What follows belongs to an exercise in optimizing a design on an open flow for small area; a production flow would make more cautious choices. At most, simulation tests tie the RTL to the original design; equivalence was not proved.

==> 06-13 <==
==> flow/design.v (excerpt) <==
module axis_xgmii_tx (
    input  logic        clk,
    input  logic        rst,
    input  logic [63:0] tdata_i,
    input  logic [7:0]  tkeep_i,
    input  logic        tvalid_i,
    input  logic        tlast_i,
    input  logic        tuser_i,
    output logic        tready_o,
    output logic [63:0] xgmii_d_o,
    output logic [7:0]  xgmii_c_o
);
export LEC_CHECK = 0
export CAP_MARGIN = 20
export CORE_MARGIN = 2
export CORE_UTILIZATION = 55
export CTS_BUF_LIST = sky130_fd_sc_hd__clkbuf_8
export GPL_TIMING_DRIVEN = 1
export SETUP_SLACK_MARGIN = 0.05
export SLEW_MARGIN = 20
export SYNTH_HIERARCHICAL = 1
create_clock -name core_clock -period 9.0 [get_ports {clk}]
standard.sh (not shown) runs the stock make flow with config.mk's settings and CLKGATE_MAP_FILE= SYNTH_SCRIPT=/design/flow/synth_recipe.tcl, a recipe that flattens the netlist after the stock synthesis.
==> flow/flow/run.sh <==
#!/bin/bash
# Layout: the standard flow (standard synthesis unchanged), with the input and
# output port buffers made of the smallest plain buffer cell.
set -euo pipefail
export BUFFER_PORTS_ARGS="-buffer_cell sky130_fd_sc_hd__buf_1"
bash standard.sh > standard_flow.log 2>&1
==> 06-08 (differences from 06-13) <==
--- a/flow/design.v
+++ b/flow/design.v
@@ -49,13 +49,13 @@
     input  logic [7:0]  x_i,     
     input  logic [31:8] c_i,     
     input  logic [7:0]  n_i,     
     output logic [7:0]  x_o,     
     output logic [31:0] c_o      
 );
-    logic a_p03, a_p14, a_r2, a_p12, a_r3, a_p26, a_r4, a_p37, a_r5, a_p45, a_p56, a_r7, b_q8, b_q9, b_q10, b_q11, b_q12, b_q13, b_q14, b_q15, b_q16, b_q17, b_q18, b_q19, b_q20, b_s13_0, b_s15_0, b_s17_0, b_s17_1, b_s18_0, b_s19_0, b_s21_0, b_s21_1, b_s22_0, b_s24_0, b_s25_0;
+    logic a_p03, a_p14, a_r2, a_p12, a_r3, a_p26, a_r4, a_p37, a_r5, a_p45, a_p56, a_r7, b_q8, b_q9, b_q10, b_q11, b_q12, b_q13, b_q14, b_q15, b_q16, b_q17, b_q18, b_q19, b_q20, b_s13_0, b_s15_0, b_s17_0, b_s17_1, b_s18_0, b_s19_0, b_s21_0, b_s21_1, b_s22_0, b_s24_0, b_s25_0, e0, e1, e2, e3, e4, e5, e6, e7;
     crc_xor2 u0 (.a_i(x_i[0]), .b_i(x_i[3]), .y_o(a_p03));
     crc_xor2 u1 (.a_i(x_i[1]), .b_i(x_i[4]), .y_o(a_p14));
     crc_xor2 u2 (.a_i(a_p14), .b_i(x_i[0]), .y_o(a_r2));
     crc_xor2 u3 (.a_i(x_i[1]), .b_i(x_i[2]), .y_o(a_p12));
     crc_xor2 u4 (.a_i(a_p12), .b_i(x_i[5]), .y_o(a_r3));
     crc_xor2 u5 (.a_i(x_i[2]), .b_i(x_i[6]), .y_o(a_p26));
@@ -109,28 +109,36 @@
     crc_xor2 u53 (.a_i(c_i[26]), .b_i(b_s18_0), .y_o(c_o[18]));
     crc_xor2 u54 (.a_i(c_i[27]), .b_i(b_s19_0), .y_o(c_o[19]));
     crc_xor2 u55 (.a_i(c_i[28]), .b_i(b_q20), .y_o(c_o[20]));
     crc_xor2 u56 (.a_i(c_i[29]), .b_i(b_s21_1), .y_o(c_o[21]));
     crc_xor2 u57 (.a_i(c_i[30]), .b_i(b_s22_0), .y_o(c_o[22]));
     crc_xor2 u58 (.a_i(c_i[31]), .b_i(b_q20), .y_o(c_o[23]));
-    crc_xnor2 u59 (.a_i(c_i[8]), .b_i(x_i[2]), .y_o(c_o[0]));
-    crc_xor2 u60 (.a_i(c_o[0]), .b_i(n_i[0]), .y_o(x_o[0]));
-    crc_xor2 u61 (.a_i(c_i[9]), .b_i(a_p03), .y_o(c_o[1]));
-    crc_xor2 u62 (.a_i(c_o[1]), .b_i(n_i[1]), .y_o(x_o[1]));
-    crc_xnor2 u63 (.a_i(c_i[10]), .b_i(a_r2), .y_o(c_o[2]));
-    crc_xor2 u64 (.a_i(c_o[2]), .b_i(n_i[2]), .y_o(x_o[2]));
-    crc_xnor2 u65 (.a_i(c_i[11]), .b_i(a_r3), .y_o(c_o[3]));
-    crc_xor2 u66 (.a_i(c_o[3]), .b_i(n_i[3]), .y_o(x_o[3]));
-    crc_xor2 u67 (.a_i(c_i[12]), .b_i(a_r4), .y_o(c_o[4]));
-    crc_xor2 u68 (.a_i(c_o[4]), .b_i(n_i[4]), .y_o(x_o[4]));
-    crc_xor2 u69 (.a_i(c_i[13]), .b_i(a_r5), .y_o(c_o[5]));
-    crc_xor2 u70 (.a_i(c_o[5]), .b_i(n_i[5]), .y_o(x_o[5]));
-    crc_xor2 u71 (.a_i(c_i[14]), .b_i(a_p45), .y_o(c_o[6]));
-    crc_xor2 u72 (.a_i(c_o[6]), .b_i(n_i[6]), .y_o(x_o[6]));
-    crc_xnor2 u73 (.a_i(c_i[15]), .b_i(a_r7), .y_o(c_o[7]));
-    crc_xor2 u74 (.a_i(c_o[7]), .b_i(n_i[7]), .y_o(x_o[7]));
+    crc_xor2 u59 (.a_i(c_i[8]), .b_i(n_i[0]), .y_o(e0));
+    crc_xnor2 u60 (.a_i(e0), .b_i(x_i[2]), .y_o(x_o[0]));
+    crc_xor2 u61 (.a_i(x_o[0]), .b_i(n_i[0]), .y_o(c_o[0]));
+    crc_xor2 u62 (.a_i(c_i[9]), .b_i(n_i[1]), .y_o(e1));
+    crc_xor2 u63 (.a_i(e1), .b_i(a_p03), .y_o(x_o[1]));
+    crc_xor2 u64 (.a_i(x_o[1]), .b_i(n_i[1]), .y_o(c_o[1]));
+    crc_xor2 u65 (.a_i(c_i[10]), .b_i(n_i[2]), .y_o(e2));
+    crc_xnor2 u66 (.a_i(e2), .b_i(a_r2), .y_o(x_o[2]));
+    crc_xor2 u67 (.a_i(x_o[2]), .b_i(n_i[2]), .y_o(c_o[2]));
+    crc_xor2 u68 (.a_i(c_i[11]), .b_i(n_i[3]), .y_o(e3));
+    crc_xnor2 u69 (.a_i(e3), .b_i(a_r3), .y_o(x_o[3]));
+    crc_xor2 u70 (.a_i(x_o[3]), .b_i(n_i[3]), .y_o(c_o[3]));
+    crc_xor2 u71 (.a_i(c_i[12]), .b_i(n_i[4]), .y_o(e4));
+    crc_xor2 u72 (.a_i(e4), .b_i(a_r4), .y_o(x_o[4]));
+    crc_xor2 u73 (.a_i(x_o[4]), .b_i(n_i[4]), .y_o(c_o[4]));
+    crc_xor2 u74 (.a_i(c_i[13]), .b_i(n_i[5]), .y_o(e5));
+    crc_xor2 u75 (.a_i(e5), .b_i(a_r5), .y_o(x_o[5]));
+    crc_xor2 u76 (.a_i(x_o[5]), .b_i(n_i[5]), .y_o(c_o[5]));
+    crc_xor2 u77 (.a_i(c_i[14]), .b_i(n_i[6]), .y_o(e6));
+    crc_xor2 u78 (.a_i(e6), .b_i(a_p45), .y_o(x_o[6]));
+    crc_xor2 u79 (.a_i(x_o[6]), .b_i(n_i[6]), .y_o(c_o[6]));
+    crc_xor2 u80 (.a_i(c_i[15]), .b_i(n_i[7]), .y_o(e7));
+    crc_xnor2 u81 (.a_i(e7), .b_i(a_r7), .y_o(x_o[7]));
+    crc_xor2 u82 (.a_i(x_o[7]), .b_i(n_i[7]), .y_o(c_o[7]));
     assign c_o[30] = b_q16;
 endmodule
 module crc32_step_last (
     input  logic [7:0]  x_i,     
     input  logic [31:8] c_i,     
     output logic [31:0] c_o      
Settings changed: SETUP_SLACK_MARGIN 0.05 to 0.0.
==> comparison <==
06-13 completed, yet does not pass: setup timing. 06-08 finished with timing, DRC and antenna clean.
In 06-13 the sequential share of layout area is lower than in 06-08, by 3.6 points.
Between 06-13 and 06-08, the lower core utilization is in 06-08 (gap 15 points).
In flip-flop and latch count, 06-13 and 06-08 do not differ.
Between 06-08 and 06-13, the lower count of clock-buffer cells in the layout is in 06-13 (gap 1).
For 06-13, only the layout was checked, not whether the RTL still works.

========
==> indigo: inputs <==
==> flow/design.v <==
package xgmii_tx_pkg;
    localparam logic [7:0] xgmii_idle   = 8'h07;
    localparam logic [7:0] xgmii_start  = 8'hfb;
    localparam logic [7:0] xgmii_term   = 8'hfd;
    localparam logic [7:0] xgmii_error  = 8'hfe;
    localparam logic [7:0] eth_preamble = 8'h55;
    localparam logic [7:0] eth_sfd      = 8'hd5;
    localparam logic [31:0] crc_poly = 32'hedb8_8320;   
    function automatic logic [31:0] crc32_byte(logic [31:0] crc, logic [7:0] b);
        logic [31:0] c;
        c = crc ^ {24'h0, b};
        for (int i = 0; i < 8; i++) begin
            if (c[0]) begin
                c = (c >> 1) ^ crc_poly;
            end else begin
                c = c >> 1;
            end
        end
        crc32_byte = c;
    endfunction
endpackage
module crc_aoi222 (
    input  logic a1_i, a2_i, b1_i, b2_i, c1_i, c2_i,
    output logic y_o
);
    assign y_o = ~((a1_i & a2_i) | (b1_i & b2_i) | (c1_i & c2_i));
endmodule
module crc_nand3 (
    input  logic a_i, b_i, c_i,
    output logic y_o
);
    assign y_o = ~(a_i & b_i & c_i);
endmodule
module crc32_step (
    input  logic [31:0] c_i,
    input  logic [7:0]  b_i,
    output logic [31:0] c_o
);
    assign c_o = ~xgmii_tx_pkg::crc32_byte(~c_i, b_i);
endmodule
module crc32_d64 (
    input  logic [31:0] inv_i,     
    input  logic [63:0] beat_i,
    input  logic [7:0]  sel_i,     
    input  logic        hold_i,
    output logic [31:0] inv_o
);
    logic [31:0] chain [9];
    logic [31:0] rot   [9];
    logic [31:0] p0, p1, p2;
    assign chain[0] = inv_i;
    for (genvar i = 0; i < 8; i++) begin : g_step
        crc32_step step (
            .c_i (chain[i]),
            .b_i (beat_i[8*i +: 8]),
            .c_o (chain[i+1])
        );
    end
    always_comb begin
        rot[0] = '0;
        for (int n = 1; n <= 8; n++) begin
            for (int p = 0; p < 4; p++) begin
                rot[n][8*p +: 8] = chain[n][8*((p - n) & 3) +: 8];
            end
        end
    end
    for (genvar b = 0; b < 32; b++) begin : g_sel
        crc_aoi222 s0 (.a1_i(sel_i[0]), .a2_i(rot[1][b]), .b1_i(sel_i[1]), .b2_i(rot[2][b]),
                       .c1_i(sel_i[2]), .c2_i(rot[3][b]), .y_o(p0[b]));
        crc_aoi222 s1 (.a1_i(sel_i[3]), .a2_i(rot[4][b]), .b1_i(sel_i[4]), .b2_i(rot[5][b]),
                       .c1_i(sel_i[5]), .c2_i(rot[6][b]), .y_o(p1[b]));
        crc_aoi222 s2 (.a1_i(sel_i[6]), .a2_i(rot[7][b]), .b1_i(sel_i[7]), .b2_i(rot[8][b]),
                       .c1_i(hold_i),   .c2_i(inv_i[b]),  .y_o(p2[b]));
        crc_nand3  s3 (.a_i(p0[b]), .b_i(p1[b]), .c_i(p2[b]), .y_o(inv_o[b]));
    end
endmodule
module xgmii_ao221 (
    input  logic a1_i, a2_i, b1_i, b2_i, c1_i,
    output logic y_o
);
    assign y_o = (a1_i & a2_i) | (b1_i & b2_i) | c1_i;
endmodule
module xgmii_tail_pack (
    input  logic        start_i,
    input  logic        data_i,
    input  logic        tail_i,
    input  logic        term_i,
    input  logic        err_i,
    input  logic [7:0]  keep_i,
    input  logic [63:0] beat_i,    
    input  logic [31:0] fcs_i,     
    output logic [63:0] d_o,
    output logic [7:0]  c_o
);
    logic       tail_ok, tail_err;
    logic [7:0] sel_d, sel_r, is_t, is_i;
    logic [7:0] ch [8];
    assign tail_ok  = tail_i & ~err_i;
    assign tail_err = tail_i & err_i;
    always_comb begin
        for (int j = 0; j < 8; j++) begin
            sel_d[j] = data_i | (tail_ok & keep_i[j]) | (tail_err && j >= 1 && j <= 6);
            sel_r[j] = tail_ok & ~keep_i[j] & ((j < 4) ? 1'b1 : keep_i[(j+4)%8]);
            if (j < 4) sel_r[j] = sel_r[j] | (term_i & keep_i[j+4]);
            if (j < 4) begin
                is_t[j] = term_i & keep_i[j+3] & ~keep_i[(j+4)%8];
            end else if (j == 4) begin
                is_t[j] = term_i & keep_i[7];
            end else begin
                is_t[j] = tail_ok & keep_i[j-5] & ~keep_i[j-4];
            end
            if (j == 7) is_t[j] = is_t[j] | tail_err;
            is_i[j] = ~(sel_d[j] | sel_r[j] | is_t[j] | start_i | (tail_err && j == 0));
        end
        for (int j = 0; j < 8; j++) begin
            ch[j] = ({8{is_i[j]}} & xgmii_tx_pkg::xgmii_idle) |
                    ({8{is_t[j]}} & xgmii_tx_pkg::xgmii_term);
        end
        ch[0] = ch[0] | ({8{start_i}} & xgmii_tx_pkg::xgmii_start) |
                        ({8{tail_err}} & xgmii_tx_pkg::xgmii_error);
        for (int j = 1; j < 7; j++) ch[j] = ch[j] | ({8{start_i}} & xgmii_tx_pkg::eth_preamble);
        ch[7] = ch[7] | ({8{start_i}} & xgmii_tx_pkg::eth_sfd);
        for (int j = 0; j < 8; j++) begin
            c_o[j] = ~(sel_d[j] | sel_r[j] | (start_i && j != 0));
        end
    end
    for (genvar j = 0; j < 8; j++) begin : g_lane
        for (genvar b = 0; b < 8; b++) begin : g_bit
            xgmii_ao221 o (.a1_i(sel_d[j]), .a2_i(beat_i[8*j+b]), .b1_i(sel_r[j]),
                           .b2_i(fcs_i[8*(j%4)+b]), .c1_i(ch[j][b]), .y_o(d_o[8*j+b]));
        end
    end
endmodule
module tx_frame_ctrl (
    input  logic       rst,
    input  logic       tvalid_i,
    input  logic       tlast_i,
    input  logic       err_i,
    input  logic [7:0] keep_i,
    input  logic       tready_i,
    input  logic       start_i,     
    input  logic       data_i,      
    input  logic       last_i,      
    input  logic       tail_i,      
    input  logic       term_i,      
    output logic       tready_o,
    output logic       start_o,
    output logic       data_o,
    output logic       last_o,
    output logic       tail_o,
    output logic       term_o,
    output logic [7:0] sel_o,       
    output logic       hold_o       
);
    logic accept;
    logic beat;      
    logic more;      
    assign accept = tvalid_i & tready_i;
    assign beat   = start_i | data_i;
    assign more   = tail_i & ~err_i & keep_i[3];
    assign start_o  = ~rst & accept & ~beat;
    assign data_o   = ~rst & accept & beat;
    assign last_o   = ~rst & accept & tlast_i;
    assign tail_o   = ~rst & last_i;
    assign term_o   = ~rst & more;
    assign tready_o = ~rst & (tready_i ? ~(accept & tlast_i) : ~(last_i | more));
    always_comb begin
        for (int k = 0; k < 7; k++) begin
            sel_o[k] = beat & last_i & keep_i[k] & ~keep_i[k+1];
        end
        sel_o[7] = beat & (~last_i | keep_i[7]);
    end
    assign hold_o = tail_i | term_i;
endmodule
module axis_xgmii_tx (
    input  logic        clk,
    input  logic        rst,
    input  logic [63:0] tdata_i,
    input  logic [7:0]  tkeep_i,
    input  logic        tvalid_i,
    input  logic        tlast_i,
    input  logic        tuser_i,
    output logic        tready_o,
    output logic [63:0] xgmii_d_o,
    output logic [7:0]  xgmii_c_o
);
    logic [63:0] d1_q;      
    logic [63:0] d2_q;      
    logic [31:0] crc_q;     
    logic [31:0] crc_d;
    logic [7:1]  keep_q;    
    logic        err_q;
    logic        tready_q, start_q, data_q, last_q, tail_q, term_q;
    logic        tready_d, start_d, data_d, last_d, tail_d, term_d;
    logic        hold;
    logic [7:0]  sel;
    tx_frame_ctrl ctrl0 (
        .rst      (rst),
        .tvalid_i (tvalid_i),
        .tlast_i  (tlast_i),
        .err_i    (err_q),
        .keep_i   ({keep_q, 1'b1}),
        .tready_i (tready_q),
        .start_i  (start_q),
        .data_i   (data_q),
        .last_i   (last_q),
        .tail_i   (tail_q),
        .term_i   (term_q),
        .tready_o (tready_d),
        .start_o  (start_d),
        .data_o   (data_d),
        .last_o   (last_d),
        .tail_o   (tail_d),
        .term_o   (term_d),
        .sel_o    (sel),
        .hold_o   (hold)
    );
    crc32_d64 crc0 (
        .inv_i  (crc_q),
        .beat_i (d1_q),
        .sel_i  (sel),
        .hold_i (hold),
        .inv_o  (crc_d)
    );
    xgmii_tail_pack pack0 (
        .start_i (start_q),
        .data_i  (data_q),
        .tail_i  (tail_q),
        .term_i  (term_q),
        .err_i   (err_q),
        .keep_i  ({keep_q, 1'b1}),
        .beat_i  (d2_q),
        .fcs_i   (crc_q),
        .d_o     (xgmii_d_o),
        .c_o     (xgmii_c_o)
    );
    assign tready_o = tready_q;
    always_ff @(posedge clk) begin
        d1_q     <= tdata_i;
        d2_q     <= d1_q;
        crc_q    <= crc_d;
        tready_q <= tready_d;
        start_q  <= start_d;
        data_q   <= data_d;
        last_q   <= last_d;
        tail_q   <= tail_d;
        term_q   <= term_d;
    end
    always_ff @(posedge clk) begin
        if (tready_q) begin
            keep_q <= tkeep_i[7:1];
            err_q  <= tuser_i;
        end
    end
endmodule
==> flow/flow/run.sh <==
#!/bin/bash
# Layout: the standard flow (standard synthesis unchanged), with the input and
# output port buffers made of the smallest plain buffer cell.
set -euo pipefail
export BUFFER_PORTS_ARGS="-buffer_cell sky130_fd_sc_hd__buf_1"
bash standard.sh > standard_flow.log 2>&1
==> flow/standard.sh <==
#!/bin/bash
# synth_recipe.tcl (not shown) runs the flow's synth.tcl, then flattens the netlist and writes it again
# the make line also repeats each setting of config.mk as NAME=value (left out here)
make -C /OpenROAD-flow-scripts/flow DESIGN_CONFIG=/design/flow/config.mk WORK_HOME=/design/flow/orfs CLKGATE_MAP_FILE= SYNTH_SCRIPT=/design/flow/synth_recipe.tcl "${@:-finish}"
==> flow/config.mk <==
export PLATFORM = sky130hd
export DESIGN_NAME = axis_xgmii_tx
export DESIGN_NICKNAME = axis_xgmii_tx
export VERILOG_FILES = /design/flow/design.v
export SDC_FILE = /design/flow/constraint.sdc
export NUM_CORES = 4
export LEC_CHECK = 0
export CAP_MARGIN = 20
export CORE_MARGIN = 2
export CORE_UTILIZATION = 40
export GPL_TIMING_DRIVEN = 0
export SETUP_SLACK_MARGIN = 0.2
export SLEW_MARGIN = 20
export SYNTH_HIERARCHICAL = 1
==> flow/constraint.sdc <==
create_clock -name core_clock -period 9.0 [get_ports {clk}]
set_input_delay 1.8000 -clock core_clock [delete_from_list [all_inputs] [get_ports {clk}]]
set_output_delay 1.8000 -clock core_clock [all_outputs]
set_load 0.01 [all_outputs]
==> inputs of violet, as changes to indigo <==
==> flow/design.v, changed modules only <==
module crc_xor2 (
    input  logic a_i,
    input  logic b_i,
    output logic y_o
);
    assign y_o = a_i ^ b_i;
endmodule
module crc_xnor2 (
    input  logic a_i,
    input  logic b_i,
    output logic y_o
);
    assign y_o = ~(a_i ^ b_i);
endmodule
module crc32_step (
    input  logic [31:0] c_i,
    input  logic [7:0]  b_i,
    output logic [31:0] c_o
);
    logic r12_33, r13_35, r14_37, r14_38, r15_40, r15_41, r16_43, r16_44, r17_46, r17_47, r18_49, r18_50, r19_52, r26_60, r2_17, r3_19, r4_21, r4_22, r7_26, r8_28, t10, t11, t12, t13, t14, t15, t16, t17, t18, t19, t20, t21, t22, t8, t9, x0, x1, x2, x3, x4, x5, x6, x7;
    crc_xor2 g_x0 (.a_i(c_i[0]), .b_i(b_i[0]), .y_o(x0));
    crc_xor2 g_x1 (.a_i(c_i[1]), .b_i(b_i[1]), .y_o(x1));
    crc_xor2 g_x2 (.a_i(c_i[2]), .b_i(b_i[2]), .y_o(x2));
    crc_xor2 g_x3 (.a_i(c_i[3]), .b_i(b_i[3]), .y_o(x3));
    crc_xor2 g_x4 (.a_i(c_i[4]), .b_i(b_i[4]), .y_o(x4));
    crc_xor2 g_x5 (.a_i(c_i[5]), .b_i(b_i[5]), .y_o(x5));
    crc_xor2 g_x6 (.a_i(c_i[6]), .b_i(b_i[6]), .y_o(x6));
    crc_xor2 g_x7 (.a_i(c_i[7]), .b_i(b_i[7]), .y_o(x7));
    crc_xor2 g0 (.a_i(x0), .b_i(x1), .y_o(t8));
    crc_xor2 g1 (.a_i(x2), .b_i(x5), .y_o(t9));
    crc_xor2 g2 (.a_i(x3), .b_i(x6), .y_o(t10));
    crc_xor2 g3 (.a_i(x4), .b_i(x7), .y_o(t11));
    crc_xor2 g4 (.a_i(x4), .b_i(x5), .y_o(t12));
    crc_xnor2 g5 (.a_i(x1), .b_i(x7), .y_o(t13));
    crc_xor2 g6 (.a_i(x6), .b_i(t8), .y_o(t14));
    crc_xor2 g7 (.a_i(t9), .b_i(t10), .y_o(t15));
    crc_xor2 g8 (.a_i(t10), .b_i(t11), .y_o(t16));
    crc_xor2 g9 (.a_i(x0), .b_i(x3), .y_o(t17));
    crc_xor2 g10 (.a_i(x1), .b_i(x3), .y_o(t18));
    crc_xor2 g11 (.a_i(x0), .b_i(x6), .y_o(t19));
    crc_xor2 g12 (.a_i(t11), .b_i(t18), .y_o(t20));
    crc_xor2 g13 (.a_i(t9), .b_i(t11), .y_o(t21));
    crc_xnor2 g14 (.a_i(x7), .b_i(t14), .y_o(t22));
    crc_xnor2 g15 (.a_i(c_i[8]), .b_i(x2), .y_o(c_o[0]));
    crc_xor2 g16 (.a_i(c_i[9]), .b_i(t17), .y_o(c_o[1]));
    crc_xor2 g17 (.a_i(c_i[10]), .b_i(x4), .y_o(r2_17));
    crc_xnor2 g18 (.a_i(t8), .b_i(r2_17), .y_o(c_o[2]));
    crc_xor2 g19 (.a_i(c_i[11]), .b_i(x1), .y_o(r3_19));
    crc_xnor2 g20 (.a_i(t9), .b_i(r3_19), .y_o(c_o[3]));
    crc_xor2 g21 (.a_i(c_i[12]), .b_i(x0), .y_o(r4_21));
    crc_xor2 g22 (.a_i(x2), .b_i(t10), .y_o(r4_22));
    crc_xor2 g23 (.a_i(r4_21), .b_i(r4_22), .y_o(c_o[4]));
    crc_xor2 g24 (.a_i(c_i[13]), .b_i(t20), .y_o(c_o[5]));
    crc_xor2 g25 (.a_i(c_i[14]), .b_i(t12), .y_o(c_o[6]));
    crc_xor2 g26 (.a_i(c_i[15]), .b_i(x5), .y_o(r7_26));
    crc_xnor2 g27 (.a_i(t19), .b_i(r7_26), .y_o(c_o[7]));
    crc_xor2 g28 (.a_i(c_i[16]), .b_i(x6), .y_o(r8_28));
    crc_xor2 g29 (.a_i(t13), .b_i(r8_28), .y_o(c_o[8]));
    crc_xnor2 g30 (.a_i(c_i[17]), .b_i(x7), .y_o(c_o[9]));
    crc_xnor2 g31 (.a_i(c_i[18]), .b_i(x2), .y_o(c_o[10]));
    crc_xnor2 g32 (.a_i(c_i[19]), .b_i(x3), .y_o(c_o[11]));
    crc_xor2 g33 (.a_i(c_i[20]), .b_i(x0), .y_o(r12_33));
    crc_xor2 g34 (.a_i(x4), .b_i(r12_33), .y_o(c_o[12]));
    crc_xor2 g35 (.a_i(c_i[21]), .b_i(x5), .y_o(r13_35));
    crc_xnor2 g36 (.a_i(t8), .b_i(r13_35), .y_o(c_o[13]));
    crc_xor2 g37 (.a_i(c_i[22]), .b_i(x1), .y_o(r14_37));
    crc_xor2 g38 (.a_i(x2), .b_i(x6), .y_o(r14_38));
    crc_xnor2 g39 (.a_i(r14_37), .b_i(r14_38), .y_o(c_o[14]));
    crc_xor2 g40 (.a_i(c_i[23]), .b_i(x2), .y_o(r15_40));
    crc_xor2 g41 (.a_i(x3), .b_i(x7), .y_o(r15_41));
    crc_xnor2 g42 (.a_i(r15_40), .b_i(r15_41), .y_o(c_o[15]));
    crc_xor2 g43 (.a_i(c_i[24]), .b_i(x2), .y_o(r16_43));
    crc_xor2 g44 (.a_i(x4), .b_i(t17), .y_o(r16_44));
    crc_xor2 g45 (.a_i(r16_43), .b_i(r16_44), .y_o(c_o[16]));
    crc_xor2 g46 (.a_i(c_i[25]), .b_i(x3), .y_o(r17_46));
    crc_xor2 g47 (.a_i(t8), .b_i(t12), .y_o(r17_47));
    crc_xnor2 g48 (.a_i(r17_46), .b_i(r17_47), .y_o(c_o[17]));
    crc_xor2 g49 (.a_i(c_i[26]), .b_i(x4), .y_o(r18_49));
    crc_xor2 g50 (.a_i(t9), .b_i(r18_49), .y_o(r18_50));
    crc_xor2 g51 (.a_i(t14), .b_i(r18_50), .y_o(c_o[18]));
    crc_xor2 g52 (.a_i(c_i[27]), .b_i(t13), .y_o(r19_52));
    crc_xnor2 g53 (.a_i(t15), .b_i(r19_52), .y_o(c_o[19]));
    crc_xor2 g54 (.a_i(c_i[28]), .b_i(t16), .y_o(c_o[20]));
    crc_xor2 g55 (.a_i(c_i[29]), .b_i(t21), .y_o(c_o[21]));
    crc_xor2 g56 (.a_i(c_i[30]), .b_i(t15), .y_o(c_o[22]));
    crc_xor2 g57 (.a_i(c_i[31]), .b_i(t16), .y_o(c_o[23]));
    crc_xor2 g58 (.a_i(x0), .b_i(t21), .y_o(c_o[24]));
    crc_xnor2 g59 (.a_i(t8), .b_i(t15), .y_o(c_o[25]));
    crc_xor2 g60 (.a_i(x2), .b_i(t8), .y_o(r26_60));
    crc_xor2 g61 (.a_i(t16), .b_i(r26_60), .y_o(c_o[26]));
    crc_xor2 g62 (.a_i(x5), .b_i(t20), .y_o(c_o[27]));
    crc_xnor2 g63 (.a_i(t19), .b_i(t12), .y_o(c_o[28]));
    crc_xnor2 g64 (.a_i(x5), .b_i(t22), .y_o(c_o[29]));
    assign c_o[30] = t22;
    assign c_o[31] = t13;
endmodule
==> flow/run.sh (new file) <==
#!/bin/bash
# synth_recipe.tcl (not shown) runs the flow's synth.tcl, then flattens the netlist and writes it again
# the make line also repeats each setting of config.mk as NAME=value (left out here)
make -C /OpenROAD-flow-scripts/flow DESIGN_CONFIG=/design/flow/config.mk WORK_HOME=/design/flow/orfs CLKGATE_MAP_FILE= SYNTH_SCRIPT=/design/flow/synth_recipe.tcl finish
removed: flow/flow/run.sh
removed: flow/standard.sh
==> inputs of willow, as changes to indigo <==
==> flow/design.v, changed modules only <==
module crc32_step2 (
    input  logic [31:0] c_i,
    input  logic [15:0] b_i,
    output logic [31:0] c1_o,
    output logic [31:0] c2_o
);
    assign c1_o = ~xgmii_tx_pkg::crc32_byte(~c_i, b_i[7:0]);
    assign c2_o = ~xgmii_tx_pkg::crc32_byte(xgmii_tx_pkg::crc32_byte(~c_i, b_i[7:0]), b_i[15:8]);
endmodule
module crc32_d64 (
    input  logic [31:0] inv_i,     
    input  logic [63:0] beat_i,
    input  logic [7:0]  sel_i,     
    input  logic        hold_i,
    output logic [31:0] inv_o
);
    logic [31:0] chain [9];
    logic [31:0] rot   [9];
    logic [31:0] p0, p1, p2;
    assign chain[0] = inv_i;
    for (genvar i = 0; i < 8; i += 2) begin : g_step
        crc32_step2 step (
            .c_i  (chain[i]),
            .b_i  (beat_i[8*i +: 16]),
            .c1_o (chain[i+1]),
            .c2_o (chain[i+2])
        );
    end
    always_comb begin
        rot[0] = '0;
        for (int n = 1; n <= 8; n++) begin
            for (int p = 0; p < 4; p++) begin
                rot[n][8*p +: 8] = chain[n][8*((p - n) & 3) +: 8];
            end
        end
    end
    for (genvar b = 0; b < 32; b++) begin : g_sel
        crc_aoi222 s0 (.a1_i(sel_i[0]), .a2_i(rot[1][b]), .b1_i(sel_i[1]), .b2_i(rot[2][b]),
                       .c1_i(sel_i[2]), .c2_i(rot[3][b]), .y_o(p0[b]));
        crc_aoi222 s1 (.a1_i(sel_i[3]), .a2_i(rot[4][b]), .b1_i(sel_i[4]), .b2_i(rot[5][b]),
                       .c1_i(sel_i[5]), .c2_i(rot[6][b]), .y_o(p1[b]));
        crc_aoi222 s2 (.a1_i(sel_i[6]), .a2_i(rot[7][b]), .b1_i(sel_i[7]), .b2_i(rot[8][b]),
                       .c1_i(hold_i),   .c2_i(inv_i[b]),  .y_o(p2[b]));
        crc_nand3  s3 (.a_i(p0[b]), .b_i(p1[b]), .c_i(p2[b]), .y_o(inv_o[b]));
    end
endmodule
==> inputs of fjord, as changes to indigo <==
- CORE_UTILIZATION: 40 -> 55
- CTS_BUF_LIST: default -> sky130_fd_sc_hd__clkbuf_8
- GPL_TIMING_DRIVEN: 0 -> 1
- SETUP_SLACK_MARGIN: 0.2 -> 0.05
==> qor summary <==
| item | willow | violet | fjord | indigo |
|---|---|---|---|---|
| Outcome | finished clean | finished with violations | finished clean | finished clean |
| Reasons for failing layout checks | - | setup timing | - | - |
| Worst setup endpoint | crc_q[26]$_DFF_P_ | crc_q[21]$_DFF_P_ | crc_q[21]$_DFF_P_ | crc_q[14]$_DFF_P_ |
| Min-Delay Endpoint | d2_q[27]$_DFF_P_ | d2_q[31]$_DFF_P_ | d2_q[42]$_DFF_P_ | d2_q[14]$_DFF_P_ |
| Met1 layer wirelength in the final routing | 20,730 um | 21,900 um | 17,840 um | 18,420 um |
| Met1 global-route usage | 39.38% | 49.61% | 53.19% | 40.25% |
| Skew final | 0.01349 ns | 0.01107 ns | 0.01801 ns | 0.01639 ns |
| Worst r2r path cells | 24 | 38 | 37 | 35 |
| Buffer count from post-CTS setup fixing | 20 | 148 | 2 | 98 |
| Layout cell share with drive strength beyond 1 | 19.59% | 35.38% | 21.93% | 30.40% |
| Yosys warns | 17 | 16 | 17 | 17 |
| Post-synthesis to final-layout area growth | 21.14% | 71.50% | 22.15% | 40.20% |
No run of this note included a check of the RTL's function; only the layout flow was run.

## port drivers added, routing unchanged
In the flow no input, the clock included, has a driving cell. The finished layouts below were timed again as built, in two steps. Step 1 assumes that a clkbuf_16 drives the clock port and a buf_2 every other input. Step 2 adds t to the input delays and takes it off the output delays; t is the mean of the earliest and latest rising clock arrival at the registers after step 1. Input paths then give back, and output paths get back, about the clock's delay inside the block. a / b / c = no drivers / after step 1 / after step 2; a / b = the first two.
run	shift t [ns]	setup WS [ns]	hold WS [ns]	worst setup path after step 2	worst data-port slew with drivers (ns)
06-13	0.538	-0.258 / -0.258 / -0.258	0.372 / 0.372 / 0.372	register to register	0.03
06-08	0.519	0.363 / 0.363 / 0.363	0.367 / 0.367 / 0.367	register to register	0.04
indigo	0.504	0.283 / 0.283 / 0.283	0.391 / 0.391 / 0.391	register to register	0.04
violet	0.506	-0.012 / -0.012 / -0.012	0.390 / 0.390 / 0.390	register to register	0.07
willow	0.500	0.265 / 0.265 / 0.265	0.365 / 0.365 / 0.365	register to register	0.04
fjord	0.521	0.275 / 0.275 / 0.275	0.387 / 0.387 / 0.387	register to register	0.05
